Context: an optimization exercise on an open-source flow, tuned for small area. The choices shown serve that exercise and are no tape-out recipe. Function was checked by simulation only, so behaviour that the tests miss may differ from the original.

Setup of run A:
==> flow/design.v <==
`default_nettype none
package skinny_data_pkg;
   typedef logic [128-1:0] block_t;
   typedef logic [8-1:0] cell_t;
   typedef logic [6-1:0] rc_t;
   typedef struct packed {
      block_t tk1;  
      block_t tk2;  
      block_t tk3;  
   } tweakey_t;
endpackage
`default_nettype wire
`default_nettype none
package skinny_ctrl_pkg;
   typedef enum logic [1:0] {
      st_idle,
      st_run,
      st_done
   } ctrl_state_t;
   typedef logic [6-1:0] round_t;
endpackage
`default_nettype wire
`timescale 1ns/10ps
`default_nettype none
module skinny_round_ctrl (
   input  wire logic clk,
   input  wire logic rst,
   input  wire logic start,
   input  wire logic last_round,
   output logic      busy,
   output logic      idle,
   output logic      pol,
   output logic      done,
   output logic      round_end,
   output logic      s_hold,
   output logic      s_sbox,
   output logic      s_art,
   output logic      s_c0,
   output logic      s_c1,
   output logic      s_c2,
   output logic      s_tap4,
   output logic      s_tap8,
   output logic      s_tap12,
   output logic      k_hold,
   output logic      k_lfsr
);
   localparam int ROUND_CYC = 87;
   logic [6:0] t;
   logic       busy_nxt;
   logic       rpar;
   assign pol = ~(t[0] ^ rpar);
   assign round_end = (t == 7'(ROUND_CYC - 1));
   always_ff @(posedge clk) begin
      if (rst) begin
         busy <= 1'b0;
         idle <= 1'b1;
         done <= 1'b0;
      end else begin
         busy <= busy_nxt;
         idle <= !busy_nxt;
         done <= busy && round_end && last_round;
      end
   end
   assign busy_nxt = busy ? !(round_end && last_round) : (start && !done);
   always_ff @(posedge clk) begin
      if (!busy) begin
         rpar <= 1'b0;
      end else if (round_end) begin
         rpar <= !rpar;
      end
   end
   always_ff @(posedge clk) begin
      if (!busy || round_end) begin
         t <= '0;
      end else begin
         t <= t + 1'b1;
      end
   end
   always_comb begin
      s_sbox  = (t < 7'd16);
      s_art   = (t < 7'd8);
      s_c0    = (t == 7'd0);
      s_c1    = (t == 7'd4);
      s_c2    = (t == 7'd11);
      s_hold  = (t >= 7'd8  && t <= 7'd10) || (t >= 7'd12 && t <= 7'd14) ||
                (t >= 7'd23 && t <= 7'd34) || (t >= 7'd39 && t <= 7'd41);
      s_tap4  = (t >= 7'd75 && t <= 7'd78) || (t >= 7'd83);
      s_tap8  = (t >= 7'd55 && t <= 7'd62) || (t >= 7'd67 && t <= 7'd70) ||
                (t >= 7'd79 && t <= 7'd82);
      s_tap12 = (t >= 7'd63 && t <= 7'd66) || (t >= 7'd71 && t <= 7'd74);
      k_hold  = (t == 7'd8) || (t >= 7'd11 && t <= 7'd13) || (t >= 7'd27 && t <= 7'd28) ||
                (t == 7'd42) || (t >= 7'd47 && t <= 7'd55);
      k_lfsr  = (t >= 7'd8 && t <= 7'd15);
   end
endmodule
`default_nettype wire
`timescale 1ns/10ps
`default_nettype none
module skinny_round_counter (
   input  wire logic            clk,
   input  wire logic            busy,
   input  wire logic            round_end,
   output skinny_data_pkg::rc_t rc,
   output logic                 last_round
);
   localparam skinny_data_pkg::rc_t RC_LAST = 6'h1A;
   assign last_round = (rc == RC_LAST);
   always_ff @(posedge clk) begin
      if (!busy) begin
         rc <= 6'h01;
      end else if (round_end) begin
         rc <= {rc[4:0], rc[5] ^ rc[4] ^ 1'b1};
      end
   end
endmodule
`default_nettype wire
`timescale 1ns/10ps
`default_nettype none
module skinny_sbox_layer (
   input  wire logic [7:0] state_in,
   output logic [7:0]      state_out
);
   function automatic logic cfn(input logic x, input logic y, input logic z);
      cfn = ~(x | y) ^ z;
   endfunction
   logic [7:0] si;
   logic [7:0] a;
   assign si   = state_in;
   assign a[0] = cfn(si[7], si[6], si[4]);
   assign a[1] = cfn(si[3], si[2], si[0]);
   assign a[2] = cfn(si[2], si[1], si[6]);
   assign a[3] = cfn(a[0], a[1], si[5]);
   assign a[4] = cfn(a[1], si[3], si[1]);
   assign a[5] = cfn(a[2], a[3], si[7]);
   assign a[6] = cfn(a[3], a[0], si[3]);
   assign a[7] = cfn(a[4], a[5], si[2]);
   assign state_out = {a[3], a[0], a[1], a[6], a[4], a[2], a[5], a[7]};
endmodule
`default_nettype wire
`timescale 1ns/10ps
`default_nettype none
module skinny_round_datapath (
   input  wire logic                   clk,
   input  wire logic                   busy,
   input  wire logic                   idle,
   input  wire logic                   pol,
   input  wire logic                   hold,
   input  wire logic                   sbox_en,
   input  wire logic                   art,
   input  wire logic                   c0,
   input  wire logic                   c1,
   input  wire logic                   c2,
   input  wire logic                   tap4,
   input  wire logic                   tap8,
   input  wire logic                   tap12,
   input  wire skinny_data_pkg::rc_t    rc,
   input  wire logic [7:0]             tk_x,
   input  wire skinny_data_pkg::block_t plaintext,
   output skinny_data_pkg::block_t      ciphertext
);
   logic [7:0] s [16];
   logic [7:0] src;
   logic [7:0] sb;
   logic [7:0] add;
   logic [7:0] nxt;
   assign src = hold ? s[1] : s[0];
   skinny_sbox_layer u_sbox (
      .state_in  (src),
      .state_out (sb)
   );
   assign add = (art ? tk_x ^ {8{pol}} : 8'h00) ^
                (c0 ? {4'h0, rc[3:0]} : 8'h00) ^
                (c1 ? {6'h0, rc[5:4]} : 8'h00) ^
                {6'h0, c2, 1'b0} ^
                (tap4 ? s[4] : 8'h00) ^
                (tap8 ? s[8] : 8'h00) ^
                (tap12 ? s[12] : 8'h00);
   assign nxt = (sbox_en ? sb : src) ^ add;
   function automatic logic [7:0] stage(input logic b, input logic nb,
                                        input logic [7:0] d, input logic [7:0] p);
      stage = (d & {8{b}}) | (p & {8{nb}});
   endfunction
   always_ff @(posedge clk) begin
      s[0] <= stage(busy, idle, hold ? s[0] : s[1], plaintext[127 -: 8]);
      for (int i = 1; i < 15; i++) begin
         s[i] <= stage(busy, idle, s[i+1], plaintext[127-8*i -: 8]);
      end
      s[15] <= stage(busy, idle, nxt, plaintext[7:0]);
   end
   for (genvar i = 0; i < 16; i++) begin : g_out
      assign ciphertext[127-8*i -: 8] = s[i];
   end
endmodule
`default_nettype wire
`timescale 1ns/10ps
`default_nettype none
module skinny_tweakey_schedule (
   input  wire logic                     clk,
   input  wire logic                     busy,
   input  wire logic                     idle,
   input  wire logic                     hold,
   input  wire logic                     lfsr,
   input  wire logic                     pol,
   input  wire skinny_data_pkg::tweakey_t tweakey,
   output logic [7:0]                    head_x
);
   logic [7:0] k1 [16];
   logic [7:0] k2 [16];
   logic [7:0] k3 [16];
   logic [7:0] s1, s2, s3;
   logic [7:0] x1, x2, x3;
   function automatic logic [7:0] stage(input logic b, input logic nb,
                                        input logic [7:0] d, input logic [7:0] p);
      stage = ~((d | {8{nb}}) & (p | {8{b}}));
   endfunction
   assign s1 = hold ? k1[1] : k1[0];
   assign s2 = hold ? k2[1] : k2[0];
   assign s3 = hold ? k3[1] : k3[0];
   assign x1 = s1;
   assign x2 = lfsr ? {s2[6:0], s2[7] ^ s2[5] ^ pol} : s2;
   assign x3 = lfsr ? {s3[0] ^ s3[6] ^ pol, s3[7:1]} : s3;
   assign head_x = k1[0] ^ k2[0] ^ k3[0];
   logic [7:0] h1, h2, h3;
   assign h1 = hold ? k1[0] : k1[1];
   assign h2 = hold ? k2[0] : k2[1];
   assign h3 = hold ? k3[0] : k3[1];
   always_ff @(posedge clk) begin
      for (int i = 0; i < 15; i++) begin
         k1[i] <= stage(busy, idle, (i == 0) ? h1 : k1[i+1], tweakey.tk1[127-8*i -: 8]);
         k2[i] <= stage(busy, idle, (i == 0) ? h2 : k2[i+1], tweakey.tk2[127-8*i -: 8]);
         k3[i] <= stage(busy, idle, (i == 0) ? h3 : k3[i+1], tweakey.tk3[127-8*i -: 8]);
      end
      k1[15] <= stage(busy, idle, x1, tweakey.tk1[7:0]);
      k2[15] <= stage(busy, idle, x2, tweakey.tk2[7:0]);
      k3[15] <= stage(busy, idle, x3, tweakey.tk3[7:0]);
   end
endmodule
`default_nettype wire
`timescale 1ns/10ps
`default_nettype none
module skinny_core (
   input  wire logic                     clk,
   input  wire logic                     rst,
   input  wire logic                     start,
   input  wire skinny_data_pkg::block_t   plaintext,
   input  wire skinny_data_pkg::tweakey_t tweakey,
   output logic                          busy,
   output logic                          done,
   output skinny_data_pkg::block_t        ciphertext
);
   logic round_end;
   logic idle;
   logic pol;
   logic last_round;
   logic s_hold, s_sbox, s_art, s_c0, s_c1, s_c2, s_tap4, s_tap8, s_tap12;
   logic k_hold, k_lfsr;
   logic [7:0] tk_x;
   skinny_data_pkg::rc_t rc;
   skinny_round_ctrl u_ctrl (
      .clk        (clk),
      .rst        (rst),
      .start      (start),
      .last_round (last_round),
      .busy       (busy),
      .idle       (idle),
      .pol        (pol),
      .done       (done),
      .round_end  (round_end),
      .s_hold     (s_hold),
      .s_sbox     (s_sbox),
      .s_art      (s_art),
      .s_c0       (s_c0),
      .s_c1       (s_c1),
      .s_c2       (s_c2),
      .s_tap4     (s_tap4),
      .s_tap8     (s_tap8),
      .s_tap12    (s_tap12),
      .k_hold     (k_hold),
      .k_lfsr     (k_lfsr)
   );
   skinny_round_counter u_counter (
      .clk        (clk),
      .busy       (busy),
      .round_end  (round_end),
      .rc         (rc),
      .last_round (last_round)
   );
   skinny_tweakey_schedule u_schedule (
      .clk     (clk),
      .busy    (busy),
      .idle    (idle),
      .hold    (k_hold),
      .pol     (pol),
      .lfsr    (k_lfsr),
      .tweakey (tweakey),
      .head_x  (tk_x)
   );
   skinny_round_datapath u_datapath (
      .clk        (clk),
      .busy       (busy),
      .idle       (idle),
      .pol        (pol),
      .hold       (s_hold),
      .sbox_en    (s_sbox),
      .art        (s_art),
      .c0         (s_c0),
      .c1         (s_c1),
      .c2         (s_c2),
      .tap4       (s_tap4),
      .tap8       (s_tap8),
      .tap12      (s_tap12),
      .rc         (rc),
      .tk_x       (tk_x),
      .plaintext  (plaintext),
      .ciphertext (ciphertext)
   );
endmodule
`default_nettype wire
clock: 4.5 ns
lec_check: 0
cap_margin: 20
core_margin: 2
core_utilization: 55
cts_buf_list: sky130_fd_sc_hd__clkbuf_4 sky130_fd_sc_hd__clkbuf_2
slew_margin: 20
standard.sh (not shown) runs the stock make flow with config.mk's settings and CLKGATE_MAP_FILE= SYNTH_SCRIPT=/design/flow/synth_recipe.tcl, a recipe that flattens the netlist after the stock synthesis.
==> flow/flow/run.sh <==
#!/bin/bash
# The standard layout, with the smallest buffer on each port instead of the
# one buffer_ports picks by default.
set -euo pipefail
export BUFFER_PORTS_ARGS="-buffer_cell sky130_fd_sc_hd__buf_1"
bash standard.sh > standard.log 2>&1
> inputs changed (run A -> run B)
- a change of CORE_UTILIZATION from 55 to 60
- a deleted CTS_BUF_LIST that had been sky130_fd_sc_hd__clkbuf_4 sky130_fd_sc_hd__clkbuf_2
==> flow/flow/run.sh <==
#!/bin/bash
# The standard layout, with the smallest buffer on each port instead of the
# one buffer_ports picks by default, and a clock tree built from fewer,
# smaller buffers without dummy loads.
set -euo pipefail
export BUFFER_PORTS_ARGS="-buffer_cell sky130_fd_sc_hd__buf_1"
export CTS_ARGS="-sink_clustering_enable -repair_clock_nets -dont_use_dummy_load -buf_list sky130_fd_sc_hd__clkbuf_4 -sink_clustering_size 10 -sink_clustering_max_diameter 50"
bash standard.sh > standard.log 2>&1
Results
For run B, the flow was terminated by a tool error in I/O pin placement and produced no final design. Run B -> run A: number of enable-type register cells in the synthesized netlist delta 0, exact match. [run B vs run A] number of core rows: lower in run B. Run B vs. run A: initial standard-cell utilization of the core has increased; width of the chip has decreased; unique cell type count in the Yosys netlist has remained practically unchanged.
Edits applied to the flow inputs when going from run B to run C:
- CORE_UTILIZATION: 60 -> 55
==> flow/flow/run.sh <==
#!/bin/bash
# The standard layout, with the smallest buffer on each port instead of the
# one buffer_ports picks by default, and a clock tree built from fewer,
# smaller buffers without dummy loads.
set -euo pipefail
export BUFFER_PORTS_ARGS="-buffer_cell sky130_fd_sc_hd__buf_1"
export CTS_ARGS="-sink_clustering_enable -repair_clock_nets -dont_use_dummy_load -buf_list sky130_fd_sc_hd__clkbuf_8 -sink_clustering_size 16 -sink_clustering_max_diameter 60"
bash standard.sh > standard.log 2>&1
### Flow results
Looking at run B and run C, the share of the synthesized area in compound gates (AO/OA/AOI/OAI) is a wash. Initial core utilization in run C is 5.2 points lower than in run B. Share of synthesized area spent on multiplexers delta (run B -> run C): insignificant. Count of standard-cell rows ends up higher on run C. Die outline height was higher in run C than in run B. Run C ended up with a higher width of the chip than run B did. Run C reached the final stage; the timing, DRC and antenna checks on its layout passed.

==> port drivers added, routing unchanged <==
In the flow no input, the clock included, has a driving cell. The finished layouts below were timed again as built, in two steps.
Step 1, drivers: a clkbuf_16 drives clk and a buf_2 each remaining input, both assumed.
Step 2 adds t to the input delays and takes it off the output delays; t is the mean of the earliest and latest rising clock arrival at the registers after step 1. Input paths then give back, and output paths get back, about the clock's delay inside the block.
a / b / c = ideal / step 1 / step 2; a / b = the first two.
run | shift t [ns] | setup WS [ns] | worst setup path at the end
run A | 0.869 | 1.189 / 1.189 / 1.189 | register to register
run C | 0.622 | 1.133 / 1.133 / 1.133 | register to register
After both steps every run listed still meets setup and hold.
